What follows belongs to an exercise in optimizing a design on an open flow for a short achievable clock period and few clock cycles per item; a production flow would make more cautious choices.
Function was checked by simulation only, so behaviour that the tests miss may differ from the original.
The clock port is modelled as an ideal driver, which makes a skipped or thinned clock tree look cheaper than it is; a real chip needs a root buffer or a tree.

lane 1:
==> flow/design.v (excerpt) <==
module per_source_request_dedup_accumulator #(
  parameter int unsigned CLIENTS = psda_pkg::CLIENTS_DEF
) (
  input  wire logic                               clk,
  input  wire logic                               rst_n,
  input  wire logic                               in_valid,
  output logic                                    in_ready,
  input  wire logic                               in_operation,
  input  wire logic [psda_pkg::IP_W-1:0]          in_src_ip,
  input  wire logic [psda_pkg::PORT_W-1:0]        in_src_port,
  input  wire logic signed [psda_pkg::DATA_W-1:0] in_seq_num,
  input  wire logic signed [psda_pkg::DATA_W-1:0] in_value,
  input  wire logic [psda_pkg::DATA_W-1:0]        in_replica_count,
  input  wire logic signed [psda_pkg::DATA_W-1:0] in_replica_sum,
  output logic                                    out_valid,
  input  wire logic                               out_ready,
  output logic signed [psda_pkg::DATA_W-1:0]      out_ack_total,
  output logic [psda_pkg::DATA_W-1:0]             out_ack_count,
  output logic                                    out_is_duplicate,
  output logic                                    out_not_tracked
);
  localparam int unsigned W    = psda_pkg::DATA_W;
  localparam int unsigned AW   = psda_pkg::RB_AW;
  localparam int unsigned CAP  = psda_pkg::RB_CAP;
  localparam int unsigned RW   = 2 * W + 2;
  logic rst_q;
  always_ff @(posedge clk) begin
    rst_q <= rst_n;
  end
  logic                        in_ready_r;
  logic                        a_v;
  psda_pkg::op_t               a_op;
  logic [psda_pkg::IP_W-1:0]   a_ip;
  logic [psda_pkg::PORT_W-1:0] a_port;
  logic [W-1:0]                a_seq, a_val, a_rc, a_rs;
  always_ff @(posedge clk) begin
    if (!rst_n) begin
      a_v <= 1'b0;
    end else begin
      a_v <= in_valid && in_ready_r;
    end
  end
  always_ff @(posedge clk) begin
    a_op   <= psda_pkg::op_t'(in_operation);
    a_ip   <= in_src_ip;
    a_port <= in_src_port;
    a_seq  <= in_seq_num;
    a_val  <= in_value;
    a_rc   <= in_replica_count;
    a_rs   <= in_replica_sum;
  end
  logic                        b_v;
  psda_pkg::op_t               b_op;
  logic [psda_pkg::IP_W-1:0]   b_ip;
  logic [psda_pkg::PORT_W-1:0] b_port;
  logic [W-1:0]                b_seq, b_val, b_rc, b_rs;
  ...
For scale: about 5000 cells after synthesis, about 1800 flip-flops.
Settings: LEC_CHECK=0, ABC_CLOCK_PERIOD_IN_PS=2000, CAP_MARGIN=20, CORE_MARGIN=2, CORE_UTILIZATION=60, SETUP_SLACK_MARGIN=5.0, SLEW_MARGIN=20; clock period 7.5 ns.
standard.sh (not shown) runs the stock make flow with config.mk's settings and CLKGATE_MAP_FILE= SYNTH_SCRIPT=/design/flow/synth_recipe.tcl, a recipe that flattens the netlist after the stock synthesis.
==> flow/flow/run.sh <==
#!/bin/bash
# The standard layout with two changes:
#  - the port buffers are sky130_fd_sc_hd__buf_4 rather than the small delay buffers
#    buffer_ports picks by default
#  - after CTS, flow/mycts.tcl rebuilds the clock tree as two levels of clkbuf_16
#    (4 roots on the clock port, 64 leaves each driving one cluster of flip-flops)
#    and repairs timing on it; TritonCTS's own repair is skipped, as it would work on
#    the tree that is then replaced
set -euo pipefail
export MYCTS_LEAVES=64
export MYCTS_ROOTS=4
bash standard.sh "BUFFER_PORTS_ARGS=-buffer_cell sky130_fd_sc_hd__buf_4" \
  "POST_CTS_TCL=$PWD/flow/mycts.tcl" SKIP_CTS_REPAIR_TIMING=1 finish > standard.log 2>&1
Other scripts of this flow, unchanged in this note and not shown: flow/flow/mycts.tcl
Testbench counts of lane 1, summed over its fixed seeds: cycles 12,032, items 12,000.
For lane 3, these inputs were changed with respect to lane 1:
--- a/flow/design.v
+++ b/flow/design.v
@@ -31,31 +31,24 @@
   logic [CLIENTS-1:0]                 vld_r;
   logic [psda_pkg::IP_W-1:0]          ip_r   [CLIENTS];
   logic [psda_pkg::PORT_W-1:0]        port_r [CLIENTS];
   logic signed [psda_pkg::DATA_W-1:0] seq_r  [CLIENTS];
   logic [CLIENTS-1:0]                 free_r;      
   logic                               full_r;
   logic [CLIENTS-1:0]                 m_r;         
-  logic [CLIENTS-1:0]                 ma_r, mb_r;  
   logic [CLIENTS-1:0]                 g_r;         
   logic                               eqp_r;       
-  logic                               eqpa_r, eqpb_r;  
   logic                               lep_r;       
   logic                               c_trk_r;
   logic [CLIENTS-1:0]                 c_slot_r;
-  localparam int unsigned SA = 24;
-  logic [psda_pkg::IP_W+psda_pkg::PORT_W-1:0] lk_src, cm_src;
-  logic [CLIENTS-1:0] ma_l, mb_l, g_l;
-  assign lk_src = {lk_port, lk_ip};
-  assign cm_src = {cm_port, cm_ip};
+  logic [CLIENTS-1:0] m_l, g_l;
   logic               lep_l;
   always_comb begin
     for (int i = 0; i < CLIENTS; i++) begin
-      ma_l[i] = vld_r[i] && ip_r[i][SA-1:0] == lk_ip[SA-1:0];
-      mb_l[i] = {port_r[i], ip_r[i][psda_pkg::IP_W-1:SA]} == lk_src[psda_pkg::IP_W+psda_pkg::PORT_W-1:SA];
+      m_l[i] = vld_r[i] && ip_r[i] == lk_ip && port_r[i] == lk_port;
     end
   end
   for (genvar i = 0; i < CLIENTS; i++) begin : g_cmp
     psda_le #(.W(psda_pkg::DATA_W)) u_le (
       .a (lk_seq),
       .b (seq_r[i]),
       .le(g_l[i])
@@ -63,23 +56,19 @@
   end
   psda_le #(.W(psda_pkg::DATA_W)) u_lep (
     .a (lk_seq),
     .b (cm_seq),
     .le(lep_l)
   );
   always_ff @(posedge clk) begin
-    ma_r  <= ma_l;
-    mb_r  <= mb_l;
+    m_r   <= m_l;
     g_r   <= g_l;
-    eqpa_r <= cm_client && lk_src[SA-1:0] == cm_src[SA-1:0];
-    eqpb_r <= lk_src[psda_pkg::IP_W+psda_pkg::PORT_W-1:SA] == cm_src[psda_pkg::IP_W+psda_pkg::PORT_W-1:SA];
+    eqp_r <= cm_client && lk_ip == cm_ip && lk_port == cm_port;
     lep_r <= lep_l;
   end
-  assign m_r   = ma_r & mb_r;
-  assign eqp_r = eqpa_r && eqpb_r;
   logic               fwd_t, hit, alloc, dup, untr;
   logic [CLIENTS-1:0] slot;
   assign fwd_t = eqp_r && c_trk_r;
   assign hit   = (|m_r) || fwd_t;
   assign alloc = cm_client && !hit && !full_r;
   assign untr  = !hit && full_r;
   assign dup   = (|(m_r & g_r)) || (fwd_t && lep_r);
@@ -436,28 +425,25 @@
         ov_r <= rb_ne || c_client;
         if (rb_ne) begin
           rd_r <= rd_r + 1'b1;
         end
       end
     end
   end
-  logic [RW-1:0] o_hold, o_keep, o_hkeep;
-  logic          o_use_c;
-  assign o_use_c = o_take && !rb_ne;
-  assign o_keep  = o_take ? rb[rd_r[AW-1:0]] : o_hold;
-  assign o_hkeep = rb_ne ? rb[rd_r[AW-1:0]] : o_hold;
+  logic [RW-1:0] o_new, o_hold;
+  assign o_new = rb_ne ? rb[rd_r[AW-1:0]] : c_rec;
   always_ff @(posedge clk) begin
     if (!rst_n) begin
       o_hold <= '0;
     end else if (o_take) begin
-      o_hold <= o_use_c ? c_rec : o_hkeep;
+      o_hold <= o_new;
     end
   end
   always_ff @(posedge clk) begin
-    o_r <= o_use_c ? c_rec : o_keep;
+    o_r <= o_take ? o_new : o_hold;
   end
   logic [CAP-1:0] occ_r, occ_nxt;
   logic [CAP+1:0] occ_x;        
   logic           in_fire, out_fire;
   assign in_fire  = in_valid && in_ready_r;
   assign out_fire = out_ready && ov_r;
   assign occ_x    = {2'b00, occ_r};
==> comparison <==
Looking at lane 1 and lane 3, the cell area after layout is a wash.
Die area | lane 3 < lane 1
Re maximum number of pins on one net before global-route repair: lane 3 is 19 down on lane 1.
Lane 1 -> lane 3: number of sinks handled by clock tree synthesis decreased slightly
The maximum frequency in lane 3 sits about 0.9% above the value recorded for lane 1.
Testbench counts of lane 3, summed over its fixed seeds: cycles 12,032, items 12,000.
No run of this note takes its clock network from TritonCTS; it comes from the design's own scripts or RTL.

-- what the ideal ports hide --
How much do the figures lean on ideal ports? The routed layouts below were timed once more, with nothing changed but the port constraints.
Step 1 (the two cells are an assumption about what drives the block):
set clk [get_ports {clk}]
set_driving_cell -lib_cell sky130_fd_sc_hd__clkbuf_16 $clk
set_driving_cell -lib_cell sky130_fd_sc_hd__buf_2 [delete_from_list [all_inputs] $clk]
Step 2, shift: input delay + t, output delay - t, t = (earliest + latest rising clock arrival at the registers) / 2. This alone moves slack from input paths to output paths.
Three values: ideal, step 1, step 2; two values: the first two.
run	t, ns	setup slack, ns	worst register clock-pin slew, ns
lane 1	0.674	4.931 / 4.769 / 4.377	0.12 / 0.12
lane 3	0.684	4.955 / 4.808 / 4.494	0.12 / 0.12
After both steps every run listed still meets setup and hold. For lane 1, which loses most, drivers alone change the setup slack by -0.162 ns; drivers and shift together by -0.554 ns.
